What follows belongs to an exercise in optimizing a design on an open flow for small area; a production flow would make more cautious choices.
The RTL was checked by simulation tests, not by an equivalence proof against the original design.
No activity file was given, so power comes from the tool's default toggle rates.

Setup of oak:
// reg_bank_rw
module reg_bank_rw #(
  parameter int                 DATA_W   = 32,
  parameter logic [DATA_W-1:0]  SP_RESET = DATA_W'(227),
  parameter logic [DATA_W-1:0]  RA_RESET = DATA_W'(0)
) (
  input  logic              clk,
  input  logic              reset,
  input  logic              RegWrite,
  input  logic [4:0]        WriteReg,
  input  logic [DATA_W-1:0] WriteData,
  input  logic [4:0]        ReadReg1,
  input  logic [4:0]        ReadReg2,
  input  logic              LoadAB,
  output logic [DATA_W-1:0] ReadData1,
  output logic [DATA_W-1:0] ReadData2,
  output logic [DATA_W-1:0] A_out,
  output logic [DATA_W-1:0] B_out,
  output logic              UninitRead
);
  localparam logic [31:0] TRACKED = 32'h5FFF_FFFE;
  logic [31:1][DATA_W-1:0] regs_r;
  logic [31:1][DATA_W-1:0] regs_n;
  logic [31:1]             unwr_r;      
  logic [31:1]             unwr_n;
  logic [DATA_W-1:0]       a_r, a_n;
  logic [DATA_W-1:0]       b_r, b_n;
  logic                    uninit_r;
  logic                    uninit_n;
  logic [31:1]             wr_s;        
  logic [31:1]             hold_s;      
  logic [31:1]             sel1_s;      
  logic [31:1]             sel2_s;
  logic                    byp1_s;      
  logic                    byp2_s;
  logic                    ld_s;        
  logic                    keep_s;      
  logic                    un1_s;       
  logic                    un2_s;
  rb_wdec u_wdec (.reset(reset), .RegWrite(RegWrite), .WriteReg(WriteReg),
                  .wr(wr_s), .hold(hold_s));
  rb_rdec u_rdec1 (.RegWrite(RegWrite), .WriteReg(WriteReg), .ReadReg(ReadReg1),
                   .sel(sel1_s), .byp(byp1_s));
  rb_rdec u_rdec2 (.RegWrite(RegWrite), .WriteReg(WriteReg), .ReadReg(ReadReg2),
                   .sel(sel2_s), .byp(byp2_s));
  rb_lddec u_lddec (.reset(reset), .LoadAB(LoadAB), .ld(ld_s), .keep(keep_s));
  ...
==> flow/config.mk <==
export PLATFORM = sky130hd
export DESIGN_NAME = reg_bank_rw
export DESIGN_NICKNAME = reg_bank_rw
export VERILOG_FILES = /design/flow/design.v
export SDC_FILE = /design/flow/constraint.sdc
export NUM_CORES = 4
export LEC_CHECK = 0
export CAP_MARGIN = 20
export CORE_MARGIN = 2
export CORE_UTILIZATION = 50
export SLEW_MARGIN = 20
export SYNTH_HIERARCHICAL = 1
==> flow/constraint.sdc <==
create_clock -name core_clock -period 8.0 [get_ports {clk}]
set_input_delay 1.6000 -clock core_clock [delete_from_list [all_inputs] [get_ports {clk}]]
set_output_delay 1.6000 -clock core_clock [all_outputs]
set_load 0.01 [all_outputs]
standard.sh (not shown) runs the stock make flow with config.mk's settings and CLKGATE_MAP_FILE= SYNTH_SCRIPT=/design/flow/synth_recipe.tcl, a recipe that flattens the netlist after the stock synthesis.
==> flow/flow/run.sh <==
#!/bin/bash
# Own layout flow: the standard ORFS flow (standard.sh), with
#  - port buffers of the smallest buffer cell instead of buffer_ports' default pick,
#  - a clock tree of larger sink clusters and no dummy loads.
# Every step's full output goes to orfs/logs (ORFS) and to standard.log here.
set -euo pipefail
export BUFFER_PORTS_ARGS="-buffer_cell sky130_fd_sc_hd__buf_1"
export CTS_ARGS="-sink_clustering_enable -repair_clock_nets -dont_use_dummy_load -buf_list sky130_fd_sc_hd__clkbuf_16 -sink_clustering_size 24 -sink_clustering_max_diameter 80"
bash standard.sh > standard.log 2>&1
The following lists how pine was set up differently from oak:
# oak
export LEC_CHECK = 0
export CAP_MARGIN = 20
export CORE_MARGIN = 2
export CORE_UTILIZATION = 50
export SLEW_MARGIN = 20
export SYNTH_HIERARCHICAL = 1
create_clock -name core_clock -period 8.0 [get_ports {clk}]
# pine
export LEC_CHECK = 0
export CAP_MARGIN = 20
export CORE_MARGIN = 2
export CORE_UTILIZATION = 50
export GPL_TIMING_DRIVEN = 0
export SLEW_MARGIN = 20
export SYNTH_HIERARCHICAL = 1
create_clock -name core_clock -period 8.0 [get_ports {clk}]
==> flow/flow/run.sh <==
#!/bin/bash
# Own layout flow: the standard ORFS flow (standard.sh), with
#  - port buffers of the smallest buffer cell instead of buffer_ports' default pick,
#  - high-fanout select drivers upsized before global placement (flow/upsize.tcl),
#  - a clock tree of larger sink clusters and no dummy loads.
# Every step's full output goes to orfs/logs (ORFS) and to standard.log here.
set -euo pipefail
export BUFFER_PORTS_ARGS="-buffer_cell sky130_fd_sc_hd__buf_1"
export PRE_GLOBAL_PLACE_TCL="$(pwd)/flow/upsize.tcl"
export CTS_ARGS="-sink_clustering_enable -repair_clock_nets -dont_use_dummy_load -buf_list sky130_fd_sc_hd__clkbuf_16 -sink_clustering_size 24 -sink_clustering_max_diameter 80"
bash standard.sh > standard.log 2>&1
==> flow/flow/upsize.tcl (new file) <==
# Before global placement: give each single-drive-strength gate that drives more than 20 pins
# (the register-bank word selects and write/hold strobes) its double-strength version, so
# repair_design does not need to buffer those nets.
set upsize_map {
  sky130_fd_sc_hd__and2_1  sky130_fd_sc_hd__and2_2
  sky130_fd_sc_hd__nand2_1 sky130_fd_sc_hd__nand2_2
  sky130_fd_sc_hd__nor2_1  sky130_fd_sc_hd__nor2_2
}
set upsized 0
foreach inst [[ord::get_db_block] getInsts] {
  set master [[$inst getMaster] getName]
  if { ![dict exists $upsize_map $master] } { continue }
  foreach iterm [$inst getITerms] {
    if { ![$iterm isOutputSignal] } { continue }
    set net [$iterm getNet]
    if { $net == "NULL" } { continue }
    if { [llength [$net getITerms]] > 21 } {
      replace_cell [get_cells [$inst getName]] [dict get $upsize_map $master]
      incr upsized
    }
  }
}
puts "upsize.tcl: upsized $upsized high-fanout drivers"
## What came out
Compared with oak, in pine portion of total power attributed to the clock network stayed essentially flat; design area fell by 2.1%; aggregate routed wire length fell by 1.2%.
## Diff of input files: birch against pine
# pine
export LEC_CHECK = 0
export CAP_MARGIN = 20
export CORE_MARGIN = 2
export CORE_UTILIZATION = 50
export GPL_TIMING_DRIVEN = 0
export SLEW_MARGIN = 20
export SYNTH_HIERARCHICAL = 1
create_clock -name core_clock -period 8.0 [get_ports {clk}]
# birch
export LEC_CHECK = 0
export CAP_MARGIN = 20
export CORE_MARGIN = 2
export CORE_UTILIZATION = 50
export SLEW_MARGIN = 20
export SYNTH_HIERARCHICAL = 1
create_clock -name core_clock -period 8.0 [get_ports {clk}]
==> comparison <==
STATUS setup slack: birch wins against pine. Result: PASS for each of pine and birch. Cmp birch vs pine: non-clock buffer count higher in birch. Compared with pine, birch shows a higher global-route usage.

-- re-timing with driven ports --
No port has a modelled driver above. Below, the same layouts with a new extraction and two added sets of constraints.
Step 1: set_driving_cell puts a clkbuf_16 on clk and a buf_2 on each other input, an assumption about the parent block.
Step 2 times the ports against the registers' clock, not the clock port: input delays grow and output delays shrink by t, the midpoint of the rising clock arrivals with the driver on.
Three values: no drivers, after step 1, after step 2; two values: the first two.
run | t (ns) | setup slack, ns | worst hold slack (ns) | worst data-port slew with drivers (ns)
oak | 0.725 | 0.406 / 0.260 / 0.260 | 0.470 / 0.470 / 0.470 | 0.16
pine | 0.717 | 0.105 / -0.005 / -0.005 | 0.457 / 0.457 / 0.457 | 0.20
birch | 0.734 | 0.394 / 0.237 / 0.237 | 0.470 / 0.470 / 0.470 | 0.16
With both steps, setup timing fails in pine, where it was met with ideal ports. For birch, which loses most, drivers alone change the setup slack by -0.157 ns; drivers and shift together by -0.157 ns.
